From an optimization exercise on the open Yosys and OpenROAD flow, aimed at small area and a short achievable clock period; shortcuts taken in it are not production practice.
Function was checked by simulation only, so behaviour that the tests miss may differ from the original.
No activity file was given, so power comes from the tool's default toggle rates.

==> design.v <==
package dctPkg;
  localparam int SAMPLE_W = 8;
  localparam int STAGE_W  = 10;
  localparam int COL_W    = 12;
  localparam int OUT_W    = 14;
endpackage
module coefRom #(
  parameter int N = 0
) (
  input  logic [2:0] k,
  output logic [7:0] mag,
  output logic       neg
);
  always_comb begin
    case (N)
      0: begin
        case (k)
          3'd0: begin mag = 8'd181; neg = 1'b0; end
          3'd1: begin mag = 8'd251; neg = 1'b0; end
          3'd2: begin mag = 8'd237; neg = 1'b0; end
          3'd3: begin mag = 8'd213; neg = 1'b0; end
          3'd4: begin mag = 8'd181; neg = 1'b0; end
          3'd5: begin mag = 8'd142; neg = 1'b0; end
          3'd6: begin mag = 8'd98; neg = 1'b0; end
          3'd7: begin mag = 8'd50; neg = 1'b0; end
          default: begin mag = 8'd0; neg = 1'b0; end
        endcase
      end
      1: begin
        case (k)
          3'd0: begin mag = 8'd181; neg = 1'b0; end
          3'd1: begin mag = 8'd213; neg = 1'b0; end
          3'd2: begin mag = 8'd98; neg = 1'b0; end
          3'd3: begin mag = 8'd50; neg = 1'b1; end
          3'd4: begin mag = 8'd181; neg = 1'b1; end
          3'd5: begin mag = 8'd251; neg = 1'b1; end
          3'd6: begin mag = 8'd237; neg = 1'b1; end
          3'd7: begin mag = 8'd142; neg = 1'b1; end
          default: begin mag = 8'd0; neg = 1'b0; end
        endcase
      end
      2: begin
        case (k)
          3'd0: begin mag = 8'd181; neg = 1'b0; end
          3'd1: begin mag = 8'd142; neg = 1'b0; end
          3'd2: begin mag = 8'd98; neg = 1'b1; end
          3'd3: begin mag = 8'd251; neg = 1'b1; end
          3'd4: begin mag = 8'd181; neg = 1'b1; end
          3'd5: begin mag = 8'd50; neg = 1'b0; end
          3'd6: begin mag = 8'd237; neg = 1'b0; end
          3'd7: begin mag = 8'd213; neg = 1'b0; end
          default: begin mag = 8'd0; neg = 1'b0; end
        endcase
      end
      3: begin
        case (k)
          3'd0: begin mag = 8'd181; neg = 1'b0; end
          3'd1: begin mag = 8'd50; neg = 1'b0; end
          3'd2: begin mag = 8'd237; neg = 1'b1; end
          3'd3: begin mag = 8'd142; neg = 1'b1; end
          3'd4: begin mag = 8'd181; neg = 1'b0; end
          3'd5: begin mag = 8'd213; neg = 1'b0; end
          3'd6: begin mag = 8'd98; neg = 1'b1; end
          3'd7: begin mag = 8'd251; neg = 1'b1; end
          default: begin mag = 8'd0; neg = 1'b0; end
        endcase
      end
      default: begin
        mag = 8'd0;
        neg = 1'b0;
      end
    endcase
  end
endmodule
module dctPass #(
  parameter int IN_W  = 8,
  parameter int OUT_W = 10,
  parameter bit GAPS  = 1
) (
  input  logic                    clk,
  input  logic                    rst_n,
  input  logic signed [IN_W-1:0]  inData,
  input  logic                    inValid,
  output logic signed [OUT_W-1:0] outData,
  output logic                    outValid
);
  localparam int E_W   = IN_W + 1;    
  localparam int W     = E_W + 8;     
  localparam int RND_W = W - 9;       
  logic signed [IN_W-1:0]   lineBuf [7];
  logic signed [IN_W-1:0]   hold    [8];
  logic [2:0]               inCnt;
  logic                     groupDone;
  logic                     emit;
  logic [2:0]               kCnt;
  logic                     v1, v2, v3;
  logic signed [RND_W-1:0]  prod [4];
  logic signed [OUT_W-1:0]  accSum;
  assign groupDone = inValid && (inCnt == 3'd7);
  always_ff @(posedge clk or negedge rst_n) begin
    if (!rst_n) begin
      inCnt <= '0;
    end else if (inValid) begin
      inCnt <= inCnt + 3'd1;
    end
  end
  always_ff @(posedge clk) begin
    if (inValid || !GAPS) begin
      lineBuf[0] <= inData;
      for (int i = 1; i < 7; i++) lineBuf[i] <= lineBuf[i-1];
    end
  end
  always_ff @(posedge clk) begin
    if (groupDone) begin
      for (int n = 0; n < 7; n++) hold[n] <= lineBuf[6-n];
      hold[7] <= inData;
    end
  end
  always_ff @(posedge clk or negedge rst_n) begin
    if (!rst_n) begin
      emit     <= 1'b0;
      kCnt     <= '0;
      v1       <= 1'b0;
      v2       <= 1'b0;
      v3       <= 1'b0;
      outValid <= 1'b0;
    end else begin
      if (groupDone) begin
        emit <= 1'b1;
        kCnt <= '0;
      end else if (emit) begin
        kCnt <= kCnt + 3'd1;
        if (kCnt == 3'd7) emit <= 1'b0;
      end
      v1       <= emit;
      v2       <= v1;
      v3       <= v2;
      outValid <= v3;
    end
  end
  for (genvar n = 0; n < 4; n++) begin : g_lane
    logic [7:0]            mag;
    logic                  neg;
    logic signed [E_W-1:0] opReg;
    logic [3:0]            one, two, ng;
    logic                  top;
    logic [W-1:0]          kRow;
    logic [E_W:0]          m [4];
    logic [E_W:0]          u [4];
    logic [E_W-1:0]        u4;
    logic [W-1:0]          r [5];
    logic [W-1:0]          s1, c1, s2, c2, s3, c3, sRow, cRow;
    logic [W-1:0]          csS, csC;
    logic [W-1:0]          full;
    coefRom #(.N(n)) rom (.k(kCnt), .mag(mag), .neg(neg));
    always_ff @(posedge clk) begin
      opReg <= (kCnt[0] ? E_W'(hold[n]) - E_W'(hold[7-n])
                        : E_W'(hold[n]) + E_W'(hold[7-n])) ^ {E_W{neg}};
      for (int i = 0; i < 4; i++) begin
        one[i] <= mag[2*i] ^ (i == 0 ? 1'b0 : mag[2*i-1]);
        two[i] <= (mag[2*i+1] & ~mag[2*i] & (i == 0 ? 1'b1 : ~mag[2*i-1])) |
                  (~mag[2*i+1] & mag[2*i] & (i == 0 ? 1'b0 : mag[2*i-1]));
        ng[i]  <= mag[2*i+1] & ~(mag[2*i] & (i == 0 ? 1'b0 : mag[2*i-1]));
      end
      top  <= mag[7];
      kRow <= W'(256) - W'(1 << E_W) - W'(1 << (E_W + 2)) - W'(1 << (E_W + 4))
              - W'(1 << (E_W + 6)) - W'(1 << (E_W + 7)) + (neg ? W'(mag) : W'(0));
    end
    always_comb begin
      for (int i = 0; i < 4; i++) begin
        m[i] = ((one[i] ? (E_W+1)'(opReg) : '0) | (two[i] ? {opReg, 1'b0} : '0))
               ^ {(E_W+1){ng[i]}};
        u[i] = {~m[i][E_W], m[i][E_W-1:0]};
      end
      u4 = top ? {~opReg[E_W-1], opReg[E_W-2:0]} : {1'b1, {(E_W-1){1'b0}}};
      r[0] = W'(u[0]);
      r[1] = (W'(u[1]) << 2) | W'(ng[0]);
      r[2] = (W'(u[2]) << 4) | (W'(ng[1]) << 2);
      r[3] = (W'(u[3]) << 6) | (W'(ng[2]) << 4);
      r[4] = (W'(u4)   << 8) | (W'(ng[3]) << 6);
      s1   = r[0] ^ r[1] ^ r[2];
      c1   = ((r[0] & r[1]) | (r[0] & r[2]) | (r[1] & r[2])) << 1;
      s2   = r[3] ^ r[4] ^ kRow;
      c2   = ((r[3] & r[4]) | (r[3] & kRow) | (r[4] & kRow)) << 1;
      s3   = s1 ^ c1 ^ s2;
      c3   = ((s1 & c1) | (s1 & s2) | (c1 & s2)) << 1;
      sRow = s3 ^ c3 ^ c2;
      cRow = ((s3 & c3) | (s3 & c2) | (c3 & c2)) << 1;
    end
    always_ff @(posedge clk) begin
      csS <= sRow;
      csC <= cRow;
    end
    assign full = csS + csC;
    always_ff @(posedge clk) begin
      prod[n] <= full[W-1:9];
    end
  end
  always_comb begin
    accSum = '0;
    for (int n = 0; n < 4; n++) accSum = accSum + OUT_W'(prod[n]);
  end
  always_ff @(posedge clk) begin
    outData <= accSum;
  end
endmodule
module transposeBuffer #(
  parameter int W = 10
) (
  input  logic                clk,
  input  logic                rst_n,
  input  logic signed [W-1:0] wrData,
  input  logic                wrValid,
  output logic signed [W-1:0] rdData,
  output logic                rdValid
);
  logic signed [W-1:0] mem [64];
  logic [5:0]          wrPtr;
  logic                wrPar;
  logic [5:0]          rdPtr;
  logic                rdPar;
  logic                rdActive;
  logic [5:0]          wrAddr;
  logic [5:0]          rdAddr;
  logic                wrLast;
  assign wrLast = wrValid && (wrPtr == 6'd63);
  assign wrAddr = wrPar ? {wrPtr[2:0], wrPtr[5:3]} : wrPtr;
  assign rdAddr = rdPar ? rdPtr : {rdPtr[2:0], rdPtr[5:3]};
  always_ff @(posedge clk or negedge rst_n) begin
    if (!rst_n) begin
      wrPtr    <= '0;
      wrPar    <= 1'b0;
      rdPtr    <= '0;
      rdPar    <= 1'b0;
      rdActive <= 1'b0;
      rdValid  <= 1'b0;
    end else begin
      if (wrValid) begin
        wrPtr <= wrPtr + 6'd1;
        if (wrLast) wrPar <= ~wrPar;
      end
      if (wrLast) begin
        rdActive <= 1'b1;
        rdPtr    <= '0;
        rdPar    <= wrPar;
      end else if (rdActive) begin
        rdPtr <= rdPtr + 6'd1;
        if (rdPtr == 6'd63) rdActive <= 1'b0;
      end
      rdValid <= rdActive;
    end
  end
  always_ff @(posedge clk) begin
    if (wrValid) mem[wrAddr] <= wrData;
  end
  logic [63:0] rdSel;
  logic [W-1:0] rdOr;
  always_comb begin
    rdSel = '0;
    rdSel[rdAddr] = 1'b1;
    rdOr = '0;
    for (int i = 0; i < 64; i++) rdOr = rdOr | ({W{rdSel[i]}} & mem[i]);
  end
  always_ff @(posedge clk) begin
    rdData <= rdOr;
  end
endmodule
module dct2d (
  input  logic              clk,
  input  logic              rst_n,
  input  logic              x_valid,
  input  logic signed [7:0] x_data,
  output logic              y_valid,
  output logic signed [13:0] y_data
);
  logic                                xValid;
  logic signed [dctPkg::SAMPLE_W-1:0]  xData;
  logic signed [dctPkg::STAGE_W-1:0]   rowData;
  logic                                rowValid;
  logic signed [dctPkg::STAGE_W-1:0]   colIn;
  logic                                colInValid;
  logic signed [dctPkg::COL_W-1:0]     colData;
  always_ff @(posedge clk or negedge rst_n) begin
    if (!rst_n) xValid <= 1'b0;
    else        xValid <= x_valid;
  end
  always_ff @(posedge clk) begin
    xData <= x_data;
  end
  dctPass #(
    .IN_W  (dctPkg::SAMPLE_W),
    .OUT_W (dctPkg::STAGE_W),
    .GAPS  (1'b1)
  ) rowPass (
    .clk      (clk),
    .rst_n    (rst_n),
    .inData   (xData),
    .inValid  (xValid),
    .outData  (rowData),
    .outValid (rowValid)
  );
  transposeBuffer #(
    .W (dctPkg::STAGE_W)
  ) tBuf (
    .clk     (clk),
    .rst_n   (rst_n),
    .wrData  (rowData),
    .wrValid (rowValid),
    .rdData  (colIn),
    .rdValid (colInValid)
  );
  dctPass #(
    .IN_W  (dctPkg::STAGE_W),
    .OUT_W (dctPkg::COL_W),
    .GAPS  (1'b0)
  ) colPass (
    .clk      (clk),
    .rst_n    (rst_n),
    .inData   (colIn),
    .inValid  (colInValid),
    .outData  (colData),
    .outValid (y_valid)
  );
  assign y_data = dctPkg::OUT_W'(colData);
endmodule
==> run.sh <==
#!/bin/bash
# synth_recipe.tcl (not shown) runs the flow's synth.tcl, then flattens the netlist and writes it again
# the make line also repeats each setting of config.mk as NAME=value (left out here)
make -C /OpenROAD-flow-scripts/flow DESIGN_CONFIG=/design/flow/config.mk WORK_HOME=/design/flow/orfs CLKGATE_MAP_FILE= SYNTH_SCRIPT=/design/flow/synth_recipe.tcl finish
==> config.mk <==
export PLATFORM = sky130hd
export DESIGN_NAME = dct2d
export DESIGN_NICKNAME = dct2d
export VERILOG_FILES = /design/flow/design.v
export SDC_FILE = /design/flow/constraint.sdc
export NUM_CORES = 4
export LEC_CHECK = 0
export CAP_MARGIN = 20
export CORE_MARGIN = 2
export CORE_UTILIZATION = 45
export SLEW_MARGIN = 20
==> constraint.sdc <==
create_clock -name core_clock -period 7.0 [get_ports {clk}]
set_input_delay 1.4000 -clock core_clock [delete_from_list [all_inputs] [get_ports {clk}]]
set_output_delay 1.4000 -clock core_clock [all_outputs]
set_load 0.01 [all_outputs]
==> impl_metrics.ini, run 1 <==
[timing]
tightest_slew_ns = 1.21
finalMaxSlewViolations = 0
period_share_pct = 84.2
finalSetupTns_ns = 0
setup_viol_count_final = 0
skew_ns = 0.0650
slew_headroom_pct = 19.0
max_freq_mhz = 170
post-route-min-period_ns = 5.89
hold_viol = 0
rsz0062_at_grt = false

[grt]
gr-total-overflow = 0
antenna_found_initial = 7
grt_pass1_vias = 44300
grt_pass1_wl_um = 302000
grt.total_usage_pct = 25.5
grt_max_degree = 85

[floorplan]
die_w_um = 402
dieArea_sq_um = 162000
num_rows = 146
core_region_area_sq_um = 158000
die_h_um = 402
io_pins = 26
initial_utilization_pct = 45.2

[clock_network]
post-cts-setup-buffers = 0
postCtsHoldBufs = 0
ctsResizeCount = 0
htree_levels = 4
root_buffer = clkbuf_16
cts_tree = yes
max-clock-path-buffers = 3
cts.sink_count = 1543
cts_inserted_buffers = 163
clk_pin_slew_ns = 0.07
clk_latency_ns = 0.83

[drt]
wl_um = 207000
drtAntennaViolNets = 0
drcViolationCount = 0
drt_pre_antenna_iters = 6
drt_iter0_markers = 4802
viasPerCell = 5.68
wl_per_cell_um = 26.1
via_count = 45000

[placed_design]
numPortBuffers = 25
hpwlAfterDp_um = 148000
place.gp.congestion = 0.963
dp.cells = 7616

[worst_setup_path]
crit_required_ns = 7.68
crit_slowest_cell = a222oi_1
crit_top_cell = buf_4
end_kind = flop
crit_fanout = 20
cp.arrival_ns = 6.57
crit_path_start_kind = flop
cp_slowest_stage_delay_ns = 1.01
crit_chain = mux2i_1 -> buf_4 -> ha_1 -> nor4b_4 -> o22ai_1 -> buf_4 -> nand3_1 -> nor2_1 -> a222oi_1 -> nand4_1 -> a2111oi_0 -> buf_4 -> nand4_1
critPathKind = reg -> reg

[pwr]
total_power_uw = 35400
irDropWorstVdd_mv = 0.301
leakage_uw = 0.0306
pwr_density_cell_nw_per_um2 = 444

[logic_synthesis]
synth_edf_count = 840
async_reset_ff_share_pct = 2.53
synthCells = 5717
synth_fp_nets = 6407
yosysSeqAreaShare_pct = 55.3
syn-cell-area_sq_um = 71400
ys_types = 92
synth_ff_type = edfxtp_1
yosysWarnings = 38
ys_seq_elements = 1543
syn_avg_cell_area_sq_um = 12.5

[min_path]
hp-class = reg -> reg

[finish]
drive_gt1_share_pct = 8.17
fillerInstances = 13700
nets = 6403
stdcell_count = 7926
syn_to_final_growth_pct = 11.7

[status]
status = no timing/DRC/antenna violations

[flow_run]
cap_violations = 0
-- sequential cells by signal, indices dropped and copies added (netlist names), 58 cells and up --
register and flops:
colPass.g_lane.csC 66, colPass.g_lane.csS 67, colPass.hold 80, colPass.lineBuf 70, rowPass.g_lane.csC 58, rowPass.g_lane.csS 59, rowPass.hold 64, tBuf.mem 640
-- where the power goes --
| group | switching (uW) | internal [uW] | total, uW | leakage [uW] |
|---|---|---|---|---|
| logic | 7340 | 5480 | 12800 | 0.0142 |
| clock network | 3720 | 5260 | 8990 | 0.00272 |
| registers | 1830 | 11800 | 13600 | 0.0137 |
-- worst max-delay path, delay by kind of cell (launching register included) --
kind,cells,cell delay [ns]
and+or+nand+nor,5,1.63
AOI/OAI and AO/OA,3,2.08
DFF,1,0.82
adders and majority gates,1,0.31
muxes,1,0.26
buffers and inverters,3,0.69
-- cells in the final DEF, fill, tap and decap left out, types with 25 or more instances in the layout --
cell type / instances
mux2i_1: 28
dfrtp_1: 37
o21ai_0: 118
ha_1: 411
edfxtp_1: 840
clkinv_2: 25
nor2_2: 34
mux2_2: 25
nand3_1: 82
a22o_1: 36
a211oi_1: 28
a21o_1: 47
clkbuf_16: 166
xnor2_1: 385
inv_1: 422
dfxtp_1: 654
clkbuf_1: 27
a21boi_0: 25
a22oi_1: 379
a222oi_1: 26
nand2_1: 253
buf_4: 90
or3_1: 25
a21oi_1: 160
a32oi_1: 51
nor3_1: 106
nor2_1: 281
fa_1: 268
nand4_1: 45
xor2_1: 227
nor2b_1: 25
and2_1: 51
-- layout make-up --
class | count | area, sq um | share of cell area, %
multi-input cells | 3459 | 29400 | 36.9
clock inverters | 99 | 1190 | 1.49
diodes | 2 | 5.00 | 0.00627
clock buffers | 205 | 4420 | 5.54
inverters | 425 | 1600 | 2.00
flip-flops and latches | 1543 | 39500 | 49.5
repair buffers | 121 | 1000 | 1.26
well taps | 2072 | 2590 | 3.25
-- worst paths after layout --
path | from | end | slack, ns | cells past startpoint
setup reg to reg | tBuf.rdPar$_DFFE_PN0P_ | tBuf.rdData[6]$_DFF_P_ | 1.11 | 13
min in group asynchronous | rst_n | rowPass.inCnt[0]$_DFFE_PN0P_ | 0.69 | 2
hold reg to reg | colPass.lineBuf[2][1]$_DFF_P_ | colPass.lineBuf[3][1]$_DFF_P_ | 0.33 | 0
max in group asynchronous | rst_n | colPass.kCnt[0]$_DFFE_PN0P_ | 5.78 | 2
setup / recovery | tBuf.rdPar$_DFFE_PN0P_ | tBuf.rdData[6]$_DFF_P_ | 1.11 | 13
hold / removal | colPass.lineBuf[2][1]$_DFF_P_ | colPass.lineBuf[3][1]$_DFF_P_ | 0.33 | 0
-- cell usage after synthesis, types with 18 or more instances --
master	instances	share of area (%)
nor2_1	319	1.7
mux2i_1	28	0.39
mux2_2	25	0.39
dfrtp_1	39	1.4
nand2_1	254	1.3
a211oi_1	29	0.30
fa_1	268	7.5
a21o_1	47	0.49
edfxtp_1	840	35
nor2b_1	26	0.23
nand2b_1	18	0.16
and3_1	23	0.20
dfxtp_1	664	19
a21boi_0	25	0.26
clkbuf_1	242	1.3
ha_1	411	7.2
a32oi_1	51	0.63
xnor2_1	385	4.7
a21oi_1	166	1.2
a222oi_1	26	0.36
o21a_1	24	0.25
or3_1	25	0.22
a22o_1	36	0.44
buf_1	28	0.15
nand3_1	82	0.57
o21ai_0	118	0.83
a32o_1	22	0.31
nor3_1	110	0.77
a22oi_1	379	4.0
xor2_1	227	2.8
nor4_1	21	0.18
a221oi_1	21	0.26
inv_1	422	2.2
and2_1	53	0.46
nand4_1	45	0.39
-- cell families (layout without fill, tap and decap cells) --
logic type | Yosys count | in the layout | synth area share [%]
AOI/OAI and AO/OA | 1075 | 1075 | 10.9
xor gates and xnor gates | 613 | 613 | 7.53
adders and majority gates | 679 | 679 | 14.7
buffers and inverters | 715 | 850 | 3.83
DFF | 1543 | 1543 | 55.3
muxes | 55 | 55 | 0.825
other | 0 | 2 | 0
and+or+nand+nor | 1037 | 1037 | 6.97
-- stage by stage --
stage	instance area, sq um	hold slack, ns	setup slack (ns)	util, %
final	79800	0.334	1.11	50.5
after floorplan	71400	0.327	2.80	-
after CTS	79700	0.335	1.32	50.4
after global routing	79800	0.342	1.05	50.5
after detailed placement	74100	0.334	1.32	46.9
after global placement	74000	0.331	1.42	46.9
-- metal layers --
metal	track usage (%)	wire length, um	up-vias
li1	-	-	20500
met1	34.8	88800	22400
met2	39.8	94100	1736
met3	5.09	15600	384
met4	10.2	8550	6
met5	0	44	-
==> run 2, diff against run 1 <==
--- a/design.v
+++ b/design.v
@@ -82,7 +82,8 @@
   input  logic signed [IN_W-1:0]  inData,
   input  logic                    inValid,
   output logic signed [OUT_W-1:0] outData,
-  output logic                    outValid
+  output logic                    outValid,
+  output logic                    outSoon
 );
   localparam int E_W   = IN_W + 1;    
   localparam int W     = E_W + 8;     
@@ -203,63 +204,97 @@
   always_ff @(posedge clk) begin
     outData <= accSum;
   end
+  assign outSoon = v3;
 endmodule
 module transposeBuffer #(
   parameter int W = 10
 ) (
   input  logic                clk,
   input  logic                rst_n,
+  input  logic                wrSoon,
   input  logic signed [W-1:0] wrData,
-  input  logic                wrValid,
   output logic signed [W-1:0] rdData,
   output logic                rdValid
 );
   logic signed [W-1:0] mem [64];
   logic [5:0]          wrPtr;
   logic                wrPar;
+  logic [5:0]          wrAddr;
+  logic                wrEn;
+  logic                wrLast;
+  logic [7:0]          wrHi, wrLo;
   logic [5:0]          rdPtr;
   logic                rdPar;
   logic                rdActive;
-  logic [5:0]          wrAddr;
   logic [5:0]          rdAddr;
-  logic                wrLast;
-  assign wrLast = wrValid && (wrPtr == 6'd63);
+  logic                rdEn;
+  logic [7:0]          rdHi, rdLo;
+  logic [W-1:0]        rdOr;
   assign wrAddr = wrPar ? {wrPtr[2:0], wrPtr[5:3]} : wrPtr;
-  assign rdAddr = rdPar ? rdPtr : {rdPtr[2:0], rdPtr[5:3]};
+  always_comb begin
+    logic [5:0] step;
+    logic       par;
+    if (wrLast) begin
+      step = '0;
+      par  = ~wrPar;
+    end else begin
+      step = rdPtr;
+      par  = rdPar;
+    end
+    rdAddr = par ? step : {step[2:0], step[5:3]};
+  end
   always_ff @(posedge clk or negedge rst_n) begin
     if (!rst_n) begin
       wrPtr    <= '0;
       wrPar    <= 1'b0;
+      wrEn     <= 1'b0;
+      wrLast   <= 1'b0;
       rdPtr    <= '0;
       rdPar    <= 1'b0;
       rdActive <= 1'b0;
+      rdEn     <= 1'b0;
       rdValid  <= 1'b0;
     end else begin
-      if (wrValid) begin
+      wrEn   <= wrSoon;
+      wrLast <= wrSoon && (wrPtr == 6'd63);
+      if (wrSoon) begin
         wrPtr <= wrPtr + 6'd1;
-        if (wrLast) wrPar <= ~wrPar;
+        if (wrPtr == 6'd63) wrPar <= ~wrPar;
       end
       if (wrLast) begin
         rdActive <= 1'b1;
-        rdPtr    <= '0;
-        rdPar    <= wrPar;
+        rdPtr    <= 6'd1;
+        rdPar    <= ~wrPar;
       end else if (rdActive) begin
         rdPtr <= rdPtr + 6'd1;
-        if (rdPtr == 6'd63) rdActive <= 1'b0;
+        if (rdPtr == 6'd0) rdActive <= 1'b0;
       end
-      rdValid <= rdActive;
+      rdEn    <= wrLast || (rdActive && rdPtr != 6'd0);
+      rdValid <= rdEn;
     end
   end
   always_ff @(posedge clk) begin
-    if (wrValid) mem[wrAddr] <= wrData;
+    if (wrSoon) begin
+      wrHi <= 8'b1 << wrAddr[5:3];
+      wrLo <= 8'b1 << wrAddr[2:0];
+    end
+    rdHi <= 8'b1 << rdAddr[5:3];
+    rdLo <= 8'b1 << rdAddr[2:0];
+  end
+  always_ff @(posedge clk) begin
+    for (int a = 0; a < 8; a++) begin
+      for (int b = 0; b < 8; b++) begin
+        if (wrEn && wrHi[a] && wrLo[b]) mem[8*a+b] <= wrData;
+      end
+    end
   end
-  logic [63:0] rdSel;
-  logic [W-1:0] rdOr;
   always_comb begin
-    rdSel = '0;
-    rdSel[rdAddr] = 1'b1;
     rdOr = '0;
-    for (int i = 0; i < 64; i++) rdOr = rdOr | ({W{rdSel[i]}} & mem[i]);
+    for (int a = 0; a < 8; a++) begin
+      for (int b = 0; b < 8; b++) begin
+        rdOr = rdOr | ({W{rdHi[a] & rdLo[b]}} & mem[8*a+b]);
+      end
+    end
   end
   always_ff @(posedge clk) begin
     rdData <= rdOr;
@@ -276,7 +311,7 @@
   logic                                xValid;
   logic signed [dctPkg::SAMPLE_W-1:0]  xData;
   logic signed [dctPkg::STAGE_W-1:0]   rowData;
-  logic                                rowValid;
+  logic                                rowSoon;
   logic signed [dctPkg::STAGE_W-1:0]   colIn;
   logic                                colInValid;
   logic signed [dctPkg::COL_W-1:0]     colData;
@@ -297,15 +332,16 @@
     .inData   (xData),
     .inValid  (xValid),
     .outData  (rowData),
-    .outValid (rowValid)
+    .outValid (),
+    .outSoon  (rowSoon)
   );
   transposeBuffer #(
     .W (dctPkg::STAGE_W)
   ) tBuf (
     .clk     (clk),
     .rst_n   (rst_n),
+    .wrSoon  (rowSoon),
     .wrData  (rowData),
-    .wrValid (rowValid),
     .rdData  (colIn),
     .rdValid (colInValid)
   );
@@ -319,7 +355,8 @@
     .inData   (colIn),
     .inValid  (colInValid),
     .outData  (colData),
-    .outValid (y_valid)
+    .outValid (y_valid),
+    .outSoon  ()
   );
   assign y_data = dctPkg::OUT_W'(colData);
 endmodule
==> run 2 against run 1 <==
  * Critical path depth shrank 1
  * Power grew 2.7%
  * Routed wire length shrank 12%
  * Clock skew shrank 0.015 ns
  * Core utilization shrank 0.37 points
  * Hold slack gained 0.0060 ns
==> impl_metrics.ini, run 2 <==
[status]
status = no timing/DRC/antenna violations

[logic_synthesis]
synth_compound_area_share_pct = 10.9
synth_top_family_by_area = adder cells
yosysSeqAreaShare_pct = 56.1
yosysTopAreaCellShare_pct = 35.7
synth_xor_area_share_pct = 7.42
async_reset_ff_share_pct = 2.54
synthMuxAreaShare_pct = 0.484
ys_types = 73
synth_ff_type = edfxtp_1
synth_area_leaders = edfxtp_1 36%, dfxtp_1 19%, fa_1 7.5%, ha_1 7.2%, xnor2_1 4.8%
synthTopCellsByCount = 856 x edfxtp_1, 680 x dfxtp_1, 441 x inv_1
yosys.area_share.adder_pct = 14.6
synth.most_common_cell = edfxtp_1
syn-cell-area_sq_um = 71900
yosys.area.top_type = edfxtp_1
ys_seq_elements = 1576
synth_simple_gate_area_share_pct = 6.38
synth_edf_count = 856
synthCells = 5737
synth_fp_nets = 6427
yosysWarnings = 39
syn_avg_cell_area_sq_um = 12.5

[clock_network]
post-cts-setup-buffers = 0
max-clock-path-buffers = 3
cts_inserted_buffers = 167
cts.sink_count = 1576
postCtsHoldBufs = 0
cts_tree = yes
htree_levels = 4
clk_latency_ns = 0.83
root_buffer = clkbuf_16
ctsResizeCount = 0
clk_pin_slew_ns = 0.06

[floorplan]
die_w_um = 404
dieArea_sq_um = 163000
core_region_area_sq_um = 159000
initial_utilization_pct = 45.3
io_pins = 26
num_rows = 146
die_h_um = 404

[worst_setup_path]
cp.arrival_ns = 4.15
crit_top_cell = a21o_1
end_kind = flop
crit_required_ns = 7.69
crit_path_start_kind = flop
crit_fanout = 32
crit_chain = buf_4 -> mux2_2 -> inv_1 -> ha_1 -> nor2b_1 -> o21ai_0 -> nand2b_1 -> a21o_1 -> a21o_1 -> a31o_2 -> a2111oi_0 -> nor3_1
critPathKind = reg -> reg
cp_slowest_stage_delay_ns = 0.74
crit_buf_inv = 2
cp_top_family = compound AO/OA/AOI/OAI gates
crit_slowest_cell = dfrtp_2

[grt]
grt_pass1_wl_um = 273000
gr-total-overflow = 0
grt_pass1_vias = 43600
grt.total_usage_pct = 22.2
grtUsageMet2_pct = 35.6
antenna_found_initial = 7
grt_max_degree = 69
gr-usage-met3_pct = 6.17
grt_util_met1_pct = 28.5
top_usage_layer = met2

[finish]
fillerInstances = 13700
drive_gt1_share_pct = 6.70
largest_reg_flops = 640
syn_to_final_growth_pct = 10.5
nets = 6322
regMostFlops = tBuf.mem
final_common_cell = edfxtp_1
layout_common_cells = 856 x edfxtp_1, 656 x dfxtp_1, 441 x inv_1
reg_top3 = tBuf.mem: 640 flops, colPass.hold: 80 flops, colPass.lineBuf: 70 flops

[timing]
timing.hold.ws_ns = 0.340
rsz0062_at_grt = false
setup_slack_ns = 3.54
tightest_slew_ns = 1.23
finalSetupTns_ns = 0
slew_headroom_pct = 17.7
post-route-min-period_ns = 3.46
finalMaxSlewViolations = 0
max_freq_mhz = 289
skew_ns = 0.0497
hold_viol = 0
setup_viol_count_final = 0
period_share_pct = 49.4

[pwr]
leakage_uw = 0.0310
irDropWorstVdd_mv = 0.356
total_power_uw = 36400
pwr_density_cell_nw_per_um2 = 458

[drt]
drt_iter0_markers = 4933
drcViolationCount = 0
viasPerCell = 5.60
wl_per_cell_um = 23.2
via_count = 43900
wl_um = 182000
drtAntennaViolNets = 0
drt_pre_antenna_iters = 6

[flow_run]
cap_violations = 0

[placed_design]
preCtsSetupSlack_ns = 3.56
place.gp.congestion = 0.902
hpwlAfterDp_um = 123000
numPortBuffers = 25

[min_path]
hp-class = reg -> reg
-- run 2: changes by cell type in the layout (fill, tap and decap cells not counted), moves of 28 or more --
cell / change
and3_1: +52
nor2_2: -34
nor3_1: -28
buf_4: -45
nand3_1: +44
a22o_1: +50
nand2_1: -64
-- run 2: area by class of cell --
type                            instances  area, sq um  share of cell area, %
Inverter                              446         1670                   2.11
Tap cell                             2072         2590                   3.26
Antenna cell                            2         5.00                0.00630
Timing Repair Buffer                   74          658                  0.828
Multi-Input combinational cell       3367        28600                   36.0
Clock buffer                          228         4770                   6.00
Clock inverter                         81          813                   1.02
Sequential cell                      1576        40400                   50.8
-- run 2: final timing paths --
| path | cells past startpoint | slack, ns | from | end |
|---|---|---|---|---|
| worst max-delay path | 12 | 3.54 | colPass.kCnt[0]$_DFFE_PN0P_ | colPass.g_lane[3].opReg[9]$_DFF_P_ |
| worst min-delay path | 0 | 0.34 | colPass.lineBuf[3][6]$_DFF_P_ | colPass.lineBuf[4][6]$_DFF_P_ |
| worst max register to register | 12 | 3.54 | colPass.kCnt[0]$_DFFE_PN0P_ | colPass.g_lane[3].opReg[9]$_DFF_P_ |
| worst min register to register | 0 | 0.34 | colPass.lineBuf[3][6]$_DFF_P_ | colPass.lineBuf[4][6]$_DFF_P_ |
| max in group asynchronous | 2 | 5.73 | rst_n | rowPass.kCnt[0]$_DFFE_PN0P_ |
| min in group asynchronous | 2 | 0.67 | rst_n | tBuf.wrEn$_DFF_PN0_ |
-- run 2: worst reg2reg max path: stages, from the launching register on --
cell       delay (ns)
dfrtp_2          0.74
buf_4            0.39
mux2_2           0.41
inv_1            0.07
ha_1             0.21
nor2b_1          0.13
o21ai_0          0.15
nand2b_1         0.11
a21o_1           0.18
a21o_1           0.20
a31o_2           0.27
a2111oi_0        0.41
nor3_1           0.09
-- run 2: metal layers --
layer	routed length [um]	share of wire, %
met1	72800	40
met2	84500	47
met3	17200	9.5
met4	7130	3.9
met5	45	0.025
-- run 2: logic make-up after synthesis --
| group | after synthesis |
|---|---|
| flops | 1576 |
| compound gates | 1095 |
| simple gates | 951 |
| buf+inv | 794 |
| fa+ha+maj | 679 |
| xor+xnor | 609 |
| mux | 33 |
-- run 2: power by group --
group	internal, uW	switching, uW	total (uW)	leakage [uW]
combinational	5380	7790	13200	0.0142
sequential	12700	1650	14400	0.0140
clock	5050	3770	8820	0.00273
total	23200	13200	36400	0.0310
-- run 2: per-stage QoR --
step	instance area, sq um	instances	utilization (%)
6_report	79500	7846	50.1
5_1_grt	79500	7845	50.1
4_1_cts	79500	7844	50.1
3_5_place_dp	73900	7535	46.6
3_3_place_gp	73900	7534	46.6
2_1_floorplan	71900	5737	-
==> run 3, diff against run 2 <==
--- a/config.mk
+++ b/config.mk
@@ -5,7 +5,9 @@
 export SDC_FILE = /design/flow/constraint.sdc
 export NUM_CORES = 4
 export LEC_CHECK = 0
+export ABC_CLOCK_PERIOD_IN_PS = 2800
 export CAP_MARGIN = 20
 export CORE_MARGIN = 2
 export CORE_UTILIZATION = 45
+export SETUP_SLACK_MARGIN = 4.2
 export SLEW_MARGIN = 20
==> run 3 against run 2 <==
  * Via count grew 0.78%
  * Sequential share of layout area shrank 0.53 points
  * Routed wire length grew 1.4%
  * Register-to-register slack gained 0.58 ns
  * Critical path depth is the same
  * Final cell count grew 0.46%
  * Clock power grew 5.3%
  * Fmax grew 20%
  * Global-route usage grew 0.19 points
  * Design area grew 1.1%
  * Combinational power is essentially flat
  * Clock skew shrank 0.0046 ns
==> impl_metrics.ini, run 3 <==
[worst_setup_path]
critPathKind = reg -> reg
crit_fanout = 2
crit_required_ns = 7.69
end_kind = flop
crit_slowest_cell = fa_1
cp.arrival_ns = 3.57
crit_chain = fa_1 -> fa_1 -> ha_2 -> inv_2 -> fa_2 -> nor2b_2 -> o21ai_2 -> a21boi_2 -> o21ai_2 -> a21oi_2 -> o21ai_1 -> a211oi_1
crit_path_start_kind = flop
cp_slowest_stage_delay_ns = 0.50

[pwr]
total_power_uw = 37200
pwr_density_cell_nw_per_um2 = 463
irDropWorstVdd_mv = 0.406
leakage_uw = 0.0313

[finish]
largest_reg_flops = 640
fillerInstances = 13600
final_common_cell = edfxtp_1
layout_common_cells = 856 x edfxtp_1, 643 x dfxtp_1, 437 x inv_1
design_area_sq_um = 80400
syn_to_final_growth_pct = 11.8
drive_gt1_share_pct = 8.43
nets = 6352
multi_input_area_sq_um = 28900
seqCellArea_sq_um = 40400
reg_top3 = tBuf.mem: 640 flops, colPass.hold: 80 flops, colPass.lineBuf: 70 flops
regMostFlops = tBuf.mem

[logic_synthesis]
yosys.area.top_type = edfxtp_1
yosysSeqAreaShare_pct = 56.1
async_reset_ff_share_pct = 2.54
ys_types = 73
synthTopCellsByCount = 856 x edfxtp_1, 680 x dfxtp_1, 441 x inv_1
syn_avg_cell_area_sq_um = 12.5
yosysTopAreaCellShare_pct = 35.7
synthCells = 5737
syn-cell-area_sq_um = 71900
synth_fp_nets = 6427
synth_edf_count = 856
synth_ff_type = edfxtp_1
ys_seq_elements = 1576
synth_area_leaders = edfxtp_1 36%, dfxtp_1 19%, fa_1 7.5%, ha_1 7.2%, xnor2_1 4.8%
yosysWarnings = 39
synth.most_common_cell = edfxtp_1

[clock_network]
clk_latency_ns = 0.82
clk_pin_slew_ns = 0.06
cts.sink_count = 1576
max-clock-path-buffers = 3
root_buffer = clkbuf_16
cts_inserted_buffers = 167
htree_levels = 4
cts_tree = yes

[drt]
wl_um = 184000
drt_iter0_markers = 5089
via_count = 44300
wl_per_cell_um = 23.4
viasPerCell = 5.62
drtAntennaViolNets = 0
drt_pre_antenna_iters = 9
drcViolationCount = 0

[placed_design]
numPortBuffers = 25
preCtsSetupSlack_ns = 3.70
hpwlAfterDp_um = 123000
placed_area_sq_um = 73900
place.gp.congestion = 0.898

[grt]
grt_max_degree = 69
top_usage_layer = met2
antenna_found_initial = 5
gr-usage-met3_pct = 5.03
gr-total-overflow = 0
grt_pass1_vias = 43800
grt_pass1_wl_um = 276000
grt_util_met1_pct = 29.4
grtUsageMet2_pct = 36.3
grt.total_usage_pct = 22.4

[timing]
timing.hold.ws_ns = 0.343
setup_viol_count_final = 0
finalSetupTns_ns = 0
max_freq_mhz = 348
post-route-min-period_ns = 2.88
slew_headroom_pct = 15.3
tightest_slew_ns = 1.27
skew_ns = 0.0451
rsz0062_at_grt = true
period_share_pct = 41.1
finalMaxSlewViolations = 0
setup_slack_ns = 4.12
hold_viol = 0

[floorplan]
core_region_area_sq_um = 159000
die_w_um = 404
initial_utilization_pct = 45.3
dieArea_sq_um = 163000
die_h_um = 404
io_pins = 26
num_rows = 146

[status]
status = no timing/DRC/antenna violations

[min_path]
hp-class = reg -> reg

[flow_run]
cap_violations = 0
## run 3: cell counts after synthesis
Identical to the previous run, type by type.
## run 3: final timing paths
kind / start / endpoint / slack [ns] / cells after the start
worst min-delay path: colPass.lineBuf[3][2]$_DFF_P_ / colPass.lineBuf[4][2]$_DFF_P_ / 0.34 / 0
min in group asynchronous: rst_n / tBuf.wrPtr[4]$_DFFE_PN0P_ / 0.41 / 1
worst min register to register: colPass.lineBuf[3][2]$_DFF_P_ / colPass.lineBuf[4][2]$_DFF_P_ / 0.34 / 0
worst max-delay path: colPass.prod[3][1]$_DFF_P_ / colPass.outData[11]$_DFF_P_ / 4.12 / 12
worst max register to register: colPass.prod[3][1]$_DFF_P_ / colPass.outData[11]$_DFF_P_ / 4.12 / 12
max in group asynchronous: rst_n / rowPass.kCnt[1]$_DFFE_PN0P_ / 5.59 / 2
## run 3: metrics by stage
stage | utilization, % | instances
finish | 50.7 | 7882
global route | 50.7 | 7876
global placement | 46.6 | 7533
detailed placement | 46.6 | 7533
floorplan | - | 5737
CTS | 50.4 | 7856
## run 3: final cells by class
cell class                      instances  share of cell area (%)
Antenna cell                            8                  0.0249
Multi-Input combinational cell       3367                    35.9
Tap cell                             2072                    3.23
Clock buffer                          225                    5.86
Inverter                              446                    2.09
Clock inverter                         84                    1.43
Timing Repair Buffer                  104                    1.18
Sequential cell                      1576                    50.2
## run 3: critical path: cells and delay by family (launching register included)
kind / cells / cell delay (ns)
AO/OA/AOI/OAI: 6 / 0.79
buffers and inverters: 1 / 0.04
flip-flops: 1 / 0.32
adder cells (fa/ha/maj): 4 / 1.51
AND/OR/NAND/NOR: 1 / 0.13
## run 3: repair_timing
item / CTS / global route
buffers inserted: 13 / 17
pin swaps: 21 / 29
setup endpoints to repair: 93 / 55
hold buffers: 0 / 0
cloned: 1 / 1
resized for setup: 61 / 73
## run 3: kinds of logic after synthesis
family	Yosys count	share of synthesized area, %
and+or+nand+nor	951	6.38
AOI/OAI and AO/OA	1095	10.9
muxes	33	0.484
DFF	1576	56.1
buffers and inverters	794	4.16
xor gates and xnor gates	609	7.42
adders and majority gates	679	14.6
## run 3: layer usage
layer  vias up  routed length [um]
met5         -                  13
met4         2                7790
met3       428               16100
met1     21700               74500
li1      20200                   -
met2      1885               85900
## run 3: where the power goes
| part | internal [uW] | total (uW) | switching (uW) |
|---|---|---|---|
| Combinational | 5520 | 13500 | 7950 |
| Sequential | 12800 | 14400 | 1680 |
| Clock | 5530 | 9290 | 3760 |

-- port drivers added, routing unchanged --
The results above use ideal ports. As a check the final layouts listed here were re-extracted and re-timed, cells and wires unchanged.
Step 1 sets driving cells, clkbuf_16 on the clock port and buf_2 on the other inputs (assumed; they add their load-dependent delay and slew).
Step 2, shift: input delay + t, output delay - t, t = (earliest + latest rising clock arrival at the registers) / 2. This alone moves slack from input paths to output paths.
a / b / c = ideal / step 1 / step 2; a / b = the first two.
run | t (ns) | setup slack, ns | worst setup path at the end
run 1 | 0.873 | 1.108 / 1.108 / 1.108 | register to register
run 2 | 0.881 | 3.541 / 3.541 / 3.541 | register to register
run 3 | 0.871 | 4.123 / 4.123 / 4.123 | register to register
After both steps every run listed still meets setup and hold.
